Context: an optimization exercise on an open-source flow, tuned for small area, a short achievable clock period and few clock cycles per item. The choices shown serve that exercise and are no tape-out recipe. Only simulation tests tie the RTL to the original design; equivalence was not proved. Power is estimated from default activity; no workload was simulated.

==> 11-17: inputs <==
// cle_top
module cle_top (
    input  logic       clk,
    input  logic       reset,
    input  logic [7:0] rom_q,
    output logic [6:0] rom_a,
    output logic [9:0] sram_a,
    output logic [7:0] sram_d,
    output logic       sram_wen,
    output logic       finish
);
    localparam int CW = 5;
    localparam int C  = 1 << CW;
    localparam logic [2:0] PH_CLR  = 3'd0,
                           PH_P1   = 3'd1,
                           PH_RST  = 3'd2,
                           PH_PRE  = 3'd3,
                           PH_P2   = 3'd4,
                           PH_SAVE = 3'd5,
                           PH_FIN  = 3'd6;
    localparam logic [1:0] RS_INIT = 2'd0,
                           RS_R2   = 2'd1,
                           RS_IDLE = 2'd2;
    logic [2:0]  ph, ph_n;
    logic        p1, p2, walk;
    logic [7:0]  fa, flim;
    logic        iv1, iv2;
    logic [7:0]  fq [0:3];
    logic [7:0]  fq_kp [0:3];
    logic [7:0]  fq_sh [0:3];
    logic [2:0]  fcnt;
    logic [2:0]  occ;
    logic        flush, issue, push, pop;
    logic [7:0]  bc, blim;
    logic [7:0]  done8;
    logic [2:0]  jcnt;
    logic [31:0] prevB, curB;
    logic        hv;
    logic [7:0]  hbc;
    logic [1:0]  kk;
    logic        skipb, rm, fresh, bm;
    logic        run0, emit, last_in_byte;
    logic [7:0]  rem, jlow, jsel;
    logic [31:0] ohn;
    logic        prevbit;
    logic        n_l, n_u, n_ul, n_ur, n_fg;
    logic [2:0]  jenc;
    logic        wdone;
    logic [31:0] wnext;
    logic [31:0] rstart, rend;
    logic        walk_fin, wbub;
    logic        pv;
    logic [31:0] poh;
    logic [4:0]  pc, pr;
    logic        pfg, pU, pL, pUL, pUR;
    logic        qv;
    logic [31:0] qoh;
    logic [4:0]  qc, qr;
    logic        qfg, qU, qL, qUL, qUR;
    logic [7:0]  qX, qD;
    logic [31:0][7:0] up;
    logic [31:0] poX;
    logic [9:0]  pbw;
    logic        skip_r;
    logic [7:0]  rdX, rdD, crX, crD;
    logic        hitX, hitD;
    logic [7:0]  opA;
    logic [31:0] mA, mD, relabel;
    logic [6:0]  cnt1;
    logic [6:0]  xid, xid_n;
    logic        xfree, xok, xstep, need_x;
    logic        ovf;
    logic [4:0]  rovf, rseg;
    logic [5:0]  endr;
    logic [4:0]  fri, nfr;
    logic [8:0]  tab [0:C-1];
    logic [CW-1:0] ridx, rk, rk1;
    logic        tfwd;
    logic [8:0]  tdata;
  ...
Settings: LEC_CHECK=0, CAP_MARGIN=20, CORE_MARGIN=2, CORE_UTILIZATION=40, SETUP_SLACK_MARGIN=5, SLEW_MARGIN=20, TNS_END_PERCENT=10; clock period 8.0 ns.
run.sh (not shown) runs the stock make flow with config.mk's settings and CLKGATE_MAP_FILE= SYNTH_SCRIPT=/design/flow/synth_recipe.tcl, a recipe that flattens the netlist after the stock synthesis.
==> 04-12 (differences from 11-17) <==
--- a/flow/design.v
+++ b/flow/design.v
@@ -89,14 +89,13 @@
     logic        xfree, xok, xstep, need_x;
     logic        ovf;
     logic [4:0]  rovf, rseg;
     logic [5:0]  endr;
     logic [4:0]  fri, nfr;
     logic [8:0]  tab [0:C-1];
-    logic [CW-1:0] ridx, rk, rk1;
-    logic        tfwd;
+    logic [CW-1:0] ridx, rk;
     logic [8:0]  tdata;
     logic [7:0]  tq;
     logic [1:0]  rs;
     logic [8:0]  e_q;
     logic [7:0]  pv_lab;
     logic        pv_root, pv_ok;
@@ -105,13 +104,13 @@
     logic        mrgPos, merge, dlt;
     logic [7:0]  w, l;
     logic        untracked, p1start, hold_p1, alloc_t, alloc_x;
     logic [7:0]  lab1;
     logic        p2fg, p2start, hold_p2, consume;
     logic [7:0]  startLab, lab2;
-    logic        hold, adv, padv;
+    logic        hold, adv;
     logic        wen_u;
     logic [7:0]  wdat;
     logic        twe, tw_v, tw_sv;
     logic [CW-1:0] twi, tw_i;
     logic [8:0]  twd, tw_d;
     logic        p1_done, p2_done, pre_done;
@@ -127,13 +126,13 @@
     assign kk = bc[1:0];
     assign skipb = skip_r;
     assign rm    = p1 || (fresh ? skipb : bm);
     assign rem   = hbc & ~done8;
     assign jlow  = rem & (~rem + 8'd1);
     assign jsel  = rm ? jlow : (8'd1 << jcnt);
-    assign run0 = (p1 || p2) && hv && (bc < blim) && padv;
+    assign run0 = (p1 || p2) && hv && (bc < blim) && adv;
     assign emit = run0 && (rm ? (rem != 8'd0) : 1'b1);
     assign last_in_byte = rm ? ((rem & ~jlow) == 8'd0) : (jcnt == 3'd7);
     assign pop  = (run0 && last_in_byte) || ((ph == PH_PRE) && hv && (bc < blim));
     assign ohn = {24'd0, jsel} << {kk, 3'd0};
     always_comb begin
         case (kk)
@@ -177,19 +176,19 @@
             rdX = rdX | (up[x] & {8{poX[x]}});
             if (x < 31) rdD = rdD | (up[x+1] & {8{poh[x]}});
         end
     end
     assign hitX = wen_u && |(poX & qoh);
     assign hitD = wen_u && |(poh[30:0] & qoh[31:1]);
-    assign crX = hitX ? wdat : rdX;
-    assign crD = hitD ? wdat : rdD;
+    assign crX = hitX ? wdat : (merge && ((rdX == qX) || (rdX == qD))) ? w : rdX;
+    assign crD = hitD ? wdat : (merge && ((rdD == qX) || (rdD == qD))) ? w : rdD;
     assign useA    = !qU && (qL || qUL);
     assign useD    = !qU && !(qL || qUL) && qUR;
     assign isStart = !(qU || qL || qUL || qUR);
     assign dlt    = (qD < qX);
-    assign merge  = mrgPos;
+    assign merge  = mrgPos && (qX != qD);
     assign w      = dlt ? qD : qX;
     assign l      = dlt ? qX : qD;
     assign untracked = cnt1[CW];
     assign p1start   = p1 && qv && isStart;
     assign need_x    = p1start && untracked;
     assign hold_p1   = need_x && !(xok && xfree);
@@ -213,13 +212,12 @@
         if (qU || useA) lab2 = qX;
         else if (useD)  lab2 = qD;
         else           lab2 = startLab;
     end
     assign hold = hold_p1 || hold_p2;
     assign adv  = !hold;
-    assign padv = adv && !mrgPos;
     always_comb begin
         for (int x = 0; x < 32; x++) begin
             mA[x] = (up[x] == opA);
             mD[x] = (up[x] == qD);
             relabel[x] = merge && (mA[x] || mD[x]);
         end
@@ -262,27 +260,18 @@
     always_ff @(posedge clk) begin
         tw_i <= twi;
         tw_d <= twd;
         if (tw_v) tab[tw_i] <= tw_d;
     end
     always_comb begin
-        if (ph == PH_RST) begin
-            ridx = CW'(fri);
-            tfwd = (tw_i == CW'(fri));
-        end else if (rs == RS_R2) begin
-            ridx = e_q[CW-1:0];
-            tfwd = (tw_i == e_q[CW-1:0]);
-        end else if (rs == RS_INIT) begin
-            ridx = rk;
-            tfwd = (tw_i == rk);
-        end else begin
-            ridx = rk1;
-            tfwd = (tw_i == rk1);
-        end
+        if (ph == PH_RST)       ridx = CW'(fri);
+        else if (rs == RS_R2)   ridx = e_q[CW-1:0];
+        else if (rs == RS_INIT) ridx = rk;
+        else                    ridx = rk + 1'b1;
     end
-    assign tdata = (tw_v && tfwd) ? tw_d : tab[ridx];
+    assign tdata = (tw_v && (tw_i == ridx)) ? tw_d : tab[ridx];
     always_ff @(posedge clk) tq <= tdata[7:0];
     always_ff @(posedge clk) begin
         if (walk) begin
             if (qv && qUR) fri <= fri + 5'd1;
         end else begin
             fri <= '0;
@@ -345,24 +334,24 @@
             if (!wdone && !wbub) begin
                 poh <= wnext;
                 poX <= wnext;
                 curB <= curB & ~wnext;
                 pU  <= 1'b1;
             end
-        end else if (padv) begin
+        end else if (adv) begin
             poh <= ohn;
-            poX <= (ohn & prevB) | {1'b0, ohn[31:1] & ~prevB[31:1]};
+            poX <= n_u ? ohn : {1'b0, ohn[31:1]};
             pc  <= {kk, jenc};
             pr  <= bc[6:2];
             pfg <= n_fg;
             pU  <= n_u;
             pL  <= n_l;
             pUL <= n_ul;
             pUR <= n_ur;
         end
-        if (padv && pv) begin
+        if (adv && pv) begin
             qoh <= poh;
             qc  <= pc;
             qr  <= pr;
             qfg <= pfg;
             qU  <= pU;
             qL  <= walk ? |(rstart & poh) : pL;
@@ -395,13 +384,12 @@
                         blim  <= ovf ? {1'b0, rovf, 2'b00} : 8'd128;
                         prevB <= '0;
                         done8 <= '0;
                 fresh <= 1'b1;
                         jcnt  <= '0;
                         rk    <= '0;
-                        rk1   <= CW'(1);
                     end else begin
                         bc   <= {1'b0, rseg - 5'd1, 2'b00};
                         fa   <= {1'b0, rseg - 5'd1, 2'b00};
                         flim <= {1'b0, rseg, 2'b00};
                         blim <= {1'b0, rseg, 2'b00};
                     end
@@ -416,37 +404,33 @@
                     curB  <= prevB;
                     poh   <= '0;
                     wdone <= 1'b0;
                 end
             end
             PH_RST: begin
-                if (pv && (poh == 32'd0)) wdone <= 1'b1;
+                if (wnext == 32'd0) wdone <= 1'b1;
                 if (walk_fin) begin
                     fa    <= {1'b0, rseg, 2'b00};
                     flim  <= 8'd128;
                     blim  <= {endr, 2'b00};
                     done8 <= '0;
                 fresh <= 1'b1;
                     jcnt  <= '0;
                     rk    <= CW'(nfr);
-                    rk1   <= CW'(nfr + 5'd1);
                 end
             end
             PH_P2: begin
                 if (p2_done) begin
                     curB  <= prevB;
                     poh   <= '0;
                     wdone <= 1'b0;
                 end
-                if (consume) begin
-                    rk  <= rk1;
-                    rk1 <= rk1 + 1'b1;
-                end
+                if (consume) rk <= rk + 1'b1;
             end
             PH_SAVE: begin
-                if (pv && (poh == 32'd0)) wdone <= 1'b1;
+                if (wnext == 32'd0) wdone <= 1'b1;
                 if (walk_fin) begin
                     rseg  <= endr[4:0];
                     bc    <= {endr, 2'b00};
                     fa    <= {endr, 2'b00};
                     flim  <= 8'd128;
                     blim  <= 8'd128;
@@ -489,31 +473,31 @@
             walk     <= 1'b0;
             mrgPos   <= 1'b0;
             finish   <= 1'b0;
             sram_wen <= 1'b1;
         end else begin
             if (walk) begin
-                if (!wdone && !wbub) pv <= 1'b1;
+                if (!wdone && !wbub) pv <= (wnext != 32'd0);
                 else                 pv <= 1'b0;
             end else if (pre_done || p2_done) begin
                 pv <= 1'b0;
-            end else if (padv) begin
+            end else if (adv) begin
                 pv <= emit;
             end
-            if (adv) qv <= padv && pv;
+            if (adv) qv <= pv;
             if (ph == PH_CLR) begin
                 xok <= 1'b0;
             end else if (xstep) begin
                 xok <= 1'b0;
             end else if (!mrgPos) begin
                 xok   <= 1'b1;
                 xfree <= !(|mA);
             end
             xid <= xid_n;
             tw_v <= twe;
-            if (adv) mrgPos <= padv && p1 && pv && !pU && (pL || pUL) && pUR;
+            if (adv) mrgPos <= p1 && pv && !pU && (pL || pUL) && pUR;
             if (p2) begin
                 case (rs)
                     RS_INIT: rs <= RS_R2;
                     RS_R2: begin
                         rs    <= RS_IDLE;
                         pv_ok <= 1'b1;
@@ -546,13 +530,13 @@
             PH_P2:   if (p2_done) ph_n = (endr == 6'd32) ? PH_FIN : PH_SAVE;
             PH_SAVE: if (walk_fin) ph_n = PH_P1;
             default: ph_n = PH_FIN;
         endcase
     end
     always_ff @(posedge clk) begin
-        if (padv && pv && p1 && !pU && (pL || pUL) && pUR) opA <= crX;
+        if (adv && pv && p1 && !pU && (pL || pUL) && pUR) opA <= crX;
         else                                              opA <= {1'b1, xid_n};
     end
     always_ff @(posedge clk) begin
         if (p2 && qv && adv) begin
             sram_a <= {qr, qc};
             sram_d <= qfg ? lab2 : 8'd0;
Settings changed: TNS_END_PERCENT 10 to 0.
==> 09-16 (differences from 11-17) <==
--- a/flow/design.v
+++ b/flow/design.v
@@ -38,12 +38,13 @@
                            PH_FIN  = 3'd6;
     localparam logic [1:0] RS_INIT = 2'd0,
                            RS_R2   = 2'd1,
                            RS_IDLE = 2'd2;
     logic [2:0]  ph, ph_n;
     logic        p1, p2, walk;
+    logic        clrp, rstp, savp, prep;    
     logic [7:0]  fa, flim;
     logic        iv1, iv2;
     logic [7:0]  fq [0:3];
     logic [7:0]  fq_kp [0:3];
     logic [7:0]  fq_sh [0:3];
     logic [2:0]  fcnt;
@@ -80,16 +81,17 @@
     logic [31:0] poX;
     logic [9:0]  pbw;
     logic        skip_r;
     logic [7:0]  rdX, rdD, crX, crD;
     logic        hitX, hitD;
     logic [7:0]  opA;
-    logic [31:0] mA, mD, relabel;
+    logic [31:0] mA, relabel;
     logic [6:0]  cnt1;
     logic [6:0]  xid, xid_n;
-    logic        xfree, xok, xstep, need_x;
+    logic        xfree, xok, xstep, need_x, xchk;
+    logic [3:0]  xpart;
     logic        ovf;
     logic [4:0]  rovf, rseg;
     logic [5:0]  endr;
     logic [4:0]  fri, nfr;
     logic [8:0]  tab [0:C-1];
     logic [CW-1:0] ridx, rk, rk1;
@@ -99,13 +101,14 @@
     logic [1:0]  rs;
     logic [8:0]  e_q;
     logic [7:0]  pv_lab;
     logic        pv_root, pv_ok;
     logic [7:0]  cnt;
     logic        useA, useD, isStart;
-    logic        mrgPos, merge, dlt;
+    logic        mrgPos, mph, mrg1, dlt, lok_r;
+    logic [7:0]  l_r, w_r;
     logic [7:0]  w, l;
     logic        untracked, p1start, hold_p1, alloc_t, alloc_x;
     logic [7:0]  lab1;
     logic        p2fg, p2start, hold_p2, consume;
     logic [7:0]  startLab, lab2;
     logic        hold, adv, padv;
@@ -130,13 +133,13 @@
     assign rem   = hbc & ~done8;
     assign jlow  = rem & (~rem + 8'd1);
     assign jsel  = rm ? jlow : (8'd1 << jcnt);
     assign run0 = (p1 || p2) && hv && (bc < blim) && padv;
     assign emit = run0 && (rm ? (rem != 8'd0) : 1'b1);
     assign last_in_byte = rm ? ((rem & ~jlow) == 8'd0) : (jcnt == 3'd7);
-    assign pop  = (run0 && last_in_byte) || ((ph == PH_PRE) && hv && (bc < blim));
+    assign pop  = (run0 && last_in_byte) || (prep && hv && (bc < blim));
     assign ohn = {24'd0, jsel} << {kk, 3'd0};
     always_comb begin
         case (kk)
             2'd1:    prevbit = curB[7];
             2'd2:    prevbit = curB[15];
             2'd3:    prevbit = curB[23];
@@ -166,13 +169,13 @@
         q = q | {q[27:0], 4'b0};
         q = q | {q[23:0], 8'b0};
         q = q | {q[15:0], 16'b0};
         wnext = curB & ~{q[30:0], 1'b0};
     end
     assign walk_fin = walk && wdone && !pv && !qv;
-    assign wbub     = (ph == PH_RST) && pv && |(rend & poh);
+    assign wbub     = rstp && pv && |(rend & poh);
     always_comb begin
         rdX = '0;
         rdD = '0;
         for (int x = 0; x < 32; x++) begin
             rdX = rdX | (up[x] & {8{poX[x]}});
             if (x < 31) rdD = rdD | (up[x+1] & {8{poh[x]}});
@@ -182,27 +185,27 @@
     assign hitD = wen_u && |(poh[30:0] & qoh[31:1]);
     assign crX = hitX ? wdat : rdX;
     assign crD = hitD ? wdat : rdD;
     assign useA    = !qU && (qL || qUL);
     assign useD    = !qU && !(qL || qUL) && qUR;
     assign isStart = !(qU || qL || qUL || qUR);
+    assign mrg1   = mrgPos && !mph;
     assign dlt    = (qD < qX);
-    assign merge  = mrgPos;
     assign w      = dlt ? qD : qX;
     assign l      = dlt ? qX : qD;
     assign untracked = cnt1[CW];
     assign p1start   = p1 && qv && isStart;
     assign need_x    = p1start && untracked;
     assign hold_p1   = need_x && !(xok && xfree);
     assign alloc_t   = p1start && !untracked;
     assign alloc_x   = need_x && xok && xfree;
     assign xstep     = alloc_x || (xok && !xfree);
     assign xid_n     = xstep ? (xid + 7'd1) : xid;
     always_comb begin
         if (qU)             lab1 = qX;
-        else if (useA)      lab1 = mrgPos ? w : qX;
+        else if (useA)      lab1 = mrgPos ? w_r : qX;
         else if (useD)      lab1 = qD;
         else if (untracked) lab1 = {1'b1, xid};
         else                lab1 = {3'b000, 5'(cnt1)};
     end
     assign p2fg     = p2 && qv && qfg;
     assign p2start  = p2fg && isStart;
@@ -212,63 +215,61 @@
     always_comb begin
         if (qU || useA) lab2 = qX;
         else if (useD)  lab2 = qD;
         else           lab2 = startLab;
     end
     assign hold = hold_p1 || hold_p2;
-    assign adv  = !hold;
+    assign adv  = !hold && !mrg1;
     assign padv = adv && !mrgPos;
     always_comb begin
         for (int x = 0; x < 32; x++) begin
             mA[x] = (up[x] == opA);
-            mD[x] = (up[x] == qD);
-            relabel[x] = merge && (mA[x] || mD[x]);
+            relabel[x] = mph && mA[x];
         end
     end
     assign wen_u = (p1 && qv && adv) || (p2fg && adv) || (walk && qv);
     always_comb begin
         if (p1)                 wdat = lab1;
         else if (p2)            wdat = lab2;
-        else if (ph == PH_SAVE) wdat = {3'b000, fri};
+        else if (savp)          wdat = {3'b000, fri};
         else                    wdat = tq;
     end
     always_ff @(posedge clk) begin
         for (int x = 0; x < 32; x++) begin
-            if (ph == PH_CLR)
-                up[x] <= '0;
-            else if (wen_u && qoh[x])
-                up[x] <= wdat;
-            else if (relabel[x])
-                up[x] <= w;
+            if (clrp || (wen_u && qoh[x]) || relabel[x])
+                up[x] <= clrp ? 8'd0 : wdat;
         end
     end
-    assign tw_sv = (ph == PH_SAVE) && qv && qL;
+    assign tw_sv = savp && qv && qL;
     always_comb begin
         twe = 1'b1;
         if (alloc_t) begin
             twi = CW'(cnt1);
             twd = {1'b0, 8'(cnt1)};
         end else if (consume) begin
             twi = rk;
             twd = {1'b1, lab2};
         end else if (tw_sv) begin
             twi = CW'(fri);
             twd = {1'b1, qX};
         end else begin
-            twi = dlt ? qX[CW-1:0] : qD[CW-1:0];
-            twd = {1'b0, w};
-            twe = merge && (dlt ? (!qX[7] && (qX[4:0] >= nfr)) : (!qD[7] && (qD[4:0] >= nfr)));
+            twi = l_r[CW-1:0];
+            twd = {1'b0, w_r};
+            twe = mph && lok_r;
         end
     end
     always_ff @(posedge clk) begin
+        xpart <= {|mA[31:24], |mA[23:16], |mA[15:8], |mA[7:0]};
+    end
+    always_ff @(posedge clk) begin
         tw_i <= twi;
         tw_d <= twd;
         if (tw_v) tab[tw_i] <= tw_d;
     end
     always_comb begin
-        if (ph == PH_RST) begin
+        if (rstp) begin
             ridx = CW'(fri);
             tfwd = (tw_i == CW'(fri));
         end else if (rs == RS_R2) begin
             ridx = e_q[CW-1:0];
             tfwd = (tw_i == e_q[CW-1:0]);
         end else if (rs == RS_INIT) begin
@@ -287,17 +288,17 @@
         end else begin
             fri <= '0;
         end
     end
     assign p1_done  = p1 && (bc == blim) && !pv && !qv;
     assign p2_done  = p2 && (bc == blim) && !pv && !qv;
-    assign pre_done = (ph == PH_PRE) && (bc == blim);
-    assign flush = (ph == PH_CLR) || p1_done || p2_done || walk_fin || pre_done;
+    assign pre_done = prep && (bc == blim);
+    assign flush = clrp || p1_done || p2_done || walk_fin || pre_done;
     assign push  = iv2;
     assign occ   = fcnt + {2'b0, iv1} + {2'b0, iv2};
-    assign issue = !flush && !bw_req && (p1 || p2 || (ph == PH_PRE)) && (fa < flim) &&
+    assign issue = !flush && !bw_req && (p1 || p2 || prep) && (fa < flim) &&
                    (occ < 3'd4);
     always_comb begin
         for (int i = 0; i < 4; i++) begin
             fq_kp[i] = (push && fcnt == 3'(i)) ? rom_q : fq[i];
             if (i < 3) fq_sh[i] = (push && fcnt == 3'(i + 1)) ? rom_q : fq[(i + 1) % 4];
             else       fq_sh[i] = fq[i];
@@ -480,40 +481,48 @@
             rs       <= RS_INIT;
             pv_ok    <= 1'b0;
             cnt      <= '0;
             xid      <= '0;
             xfree    <= 1'b0;
             xok      <= 1'b0;
+            xchk     <= 1'b0;
             tw_v     <= 1'b0;
             p1       <= 1'b0;
             p2       <= 1'b0;
             walk     <= 1'b0;
+            clrp     <= 1'b1;
+            rstp     <= 1'b0;
+            savp     <= 1'b0;
+            prep     <= 1'b0;
             mrgPos   <= 1'b0;
+            mph      <= 1'b0;
             finish   <= 1'b0;
             sram_wen <= 1'b1;
         end else begin
             if (walk) begin
                 if (!wdone && !wbub) pv <= 1'b1;
                 else                 pv <= 1'b0;
             end else if (pre_done || p2_done) begin
                 pv <= 1'b0;
             end else if (padv) begin
                 pv <= emit;
             end
             if (adv) qv <= padv && pv;
+            xchk  <= (ph != PH_CLR) && !mph && !xstep;
             if (ph == PH_CLR) begin
                 xok <= 1'b0;
             end else if (xstep) begin
                 xok <= 1'b0;
-            end else if (!mrgPos) begin
+            end else if (xchk) begin
                 xok   <= 1'b1;
-                xfree <= !(|mA);
+                xfree <= (xpart == 4'd0);
             end
             xid <= xid_n;
             tw_v <= twe;
             if (adv) mrgPos <= padv && p1 && pv && !pU && (pL || pUL) && pUR;
+            mph <= mrg1;
             if (p2) begin
                 case (rs)
                     RS_INIT: rs <= RS_R2;
                     RS_R2: begin
                         rs    <= RS_IDLE;
                         pv_ok <= 1'b1;
@@ -530,12 +539,16 @@
             if (consume && pv_root) cnt <= cnt + 8'd1;
             sram_wen <= !((p2 && qv && adv) || bw_wr);
             ph   <= ph_n;
             p1   <= (ph_n == PH_P1);
             p2   <= (ph_n == PH_P2);
             walk <= (ph_n == PH_RST) || (ph_n == PH_SAVE);
+            clrp <= (ph_n == PH_CLR);
+            rstp <= (ph_n == PH_RST);
+            savp <= (ph_n == PH_SAVE);
+            prep <= (ph_n == PH_PRE);
             if (ph_n == PH_FIN) finish <= 1'b1;
         end
     end
     always_comb begin
         ph_n = ph;
         case (ph)
@@ -546,25 +559,31 @@
             PH_P2:   if (p2_done) ph_n = (endr == 6'd32) ? PH_FIN : PH_SAVE;
             PH_SAVE: if (walk_fin) ph_n = PH_P1;
             default: ph_n = PH_FIN;
         endcase
     end
     always_ff @(posedge clk) begin
-        if (padv && pv && p1 && !pU && (pL || pUL) && pUR) opA <= crX;
-        else                                              opA <= {1'b1, xid_n};
+        if (mrg1) begin
+            opA   <= l;
+            l_r   <= l;
+            w_r   <= w;
+            lok_r <= !l[7] && (l[4:0] >= nfr);
+        end else begin
+            opA <= {1'b1, xid_n};
+        end
     end
     always_ff @(posedge clk) begin
         if (p2 && qv && adv) begin
             sram_a <= {qr, qc};
             sram_d <= qfg ? lab2 : 8'd0;
         end else if (bw_wr) begin
             sram_a <= {bw_byte[6:0], bw_j};
             sram_d <= 8'd0;
         end
     end
-    assign bw_act = (ph == PH_P1) || (ph == PH_RST) || (ph == PH_PRE) || (ph == PH_SAVE) ||
+    assign bw_act = p1 || walk || prep ||
                     (p2 && !(qv && adv) && !p2_done);
     assign bw_req = bw_act && !bt1 && !bt2 && !bw_nv && !bw_fa[7];
     assign bw_low = bw_r & (~bw_r + 8'd1);
     assign bw_wr  = bw_act && bw_v && (bw_r != 8'd0);
     assign bw_adv = bw_act && bw_v && ((bw_r & ~bw_low) == 8'd0);
     always_comb begin
Settings changed: TNS_END_PERCENT 10 to 20.
==> notes <==
Flip-flop and latch count: 09-16 > 11-17 > 04-12.
Between 04-12 and 09-16, the lower non-clock buffer count is in 04-12 (gap 9).
Count of clock-buffer cells in the layout: 09-16 is higher than 04-12 (4).
Via count: 04-12 > 11-17 > 09-16.
Of 11-17 and 09-16, 09-16 has the higher worst setup slack (gap 0.053 ns).
The lowest register-to-register slack belongs to 04-12, the highest to 09-16.
Of 04-12 and 11-17, 04-12 has the higher wire length (gap about 2%, measured against 11-17).
==> figures <==
Pin count of the biggest net entering global routing: 04-12 170; 11-17 68; 09-16 80
Cell seen most often among critical-path stages: 04-12 nand4_1; 11-17 nand4_1; 09-16 -
Per-instance average area after synthesis: 04-12 9.63 um2; 11-17 9.91 um2; 09-16 11.2 um2
Starting DRT DRC Count: 04-12 8040; 11-17 7529; 09-16 6519
Clock tree buffer count of the final layout: 04-12 150; 11-17 152; 09-16 154
Count of flip-flops with a built-in enable after synthesis: 04-12 514; 11-17 519; 09-16 789
Area share of the largest cell type after synthesis: 04-12 0.271; 11-17 0.284; 09-16 0.445
Sequential standard cell area: 04-12 0.0256 mm2; 11-17 0.0258 mm2; 09-16 0.0290 mm2
Non-clock inverter instance count of the final layout: 04-12 103; 11-17 120; 09-16 93
Internal Dissipation: 04-12 15.8 mW; 11-17 16.0 mW; 09-16 12.9 mW
Nets in the synthesized netlist: 04-12 5996; 11-17 5609; 09-16 4832
Total sequential power: 04-12 10.8 mW; 11-17 10.8 mW; 09-16 9.29 mW
Fill cell total of the finished layout: 04-12 13300; 11-17 12700; 09-16 12000
Die width: 04-12 382 um; 11-17 374 um; 09-16 369 um
Result of the run: 04-12 timing/DRC/antenna clean; 11-17 timing/DRC/antenna clean; 09-16 timing/DRC/antenna clean
Testbench counts of 11-17, summed over its fixed seeds: cycles 25,568, items 24.
Testbench counts of 04-12, summed over its fixed seeds: cycles 25,396, items 24.
Testbench counts of 09-16, summed over its fixed seeds: cycles 25,854, items 24.

[what the ideal ports hide]
The results above use ideal ports. As a check the final layouts listed here were re-extracted and re-timed, cells and wires unchanged. Step 1, drivers: a clkbuf_16 drives clk and a buf_2 each remaining input, both assumed. Step 2 also shifts input and output timing later by t, the mid clock arrival at the registers, as if the neighbouring blocks saw the same clock. Three values: no drivers, after step 1, after step 2; two values: the first two.
run	t, ns	setup slack, ns	hold WS [ns]	worst setup path after step 2
11-17	0.847	4.678 / 4.678 / 4.678	0.382 / 0.382 / 0.382	register to register
04-12	0.854	4.267 / 4.267 / 4.267	0.372 / 0.372 / 0.372	register to register
09-16	0.824	4.731 / 4.706 / 4.731	0.383 / 0.383 / 0.383	register to register
After both steps every run listed still meets setup and hold.
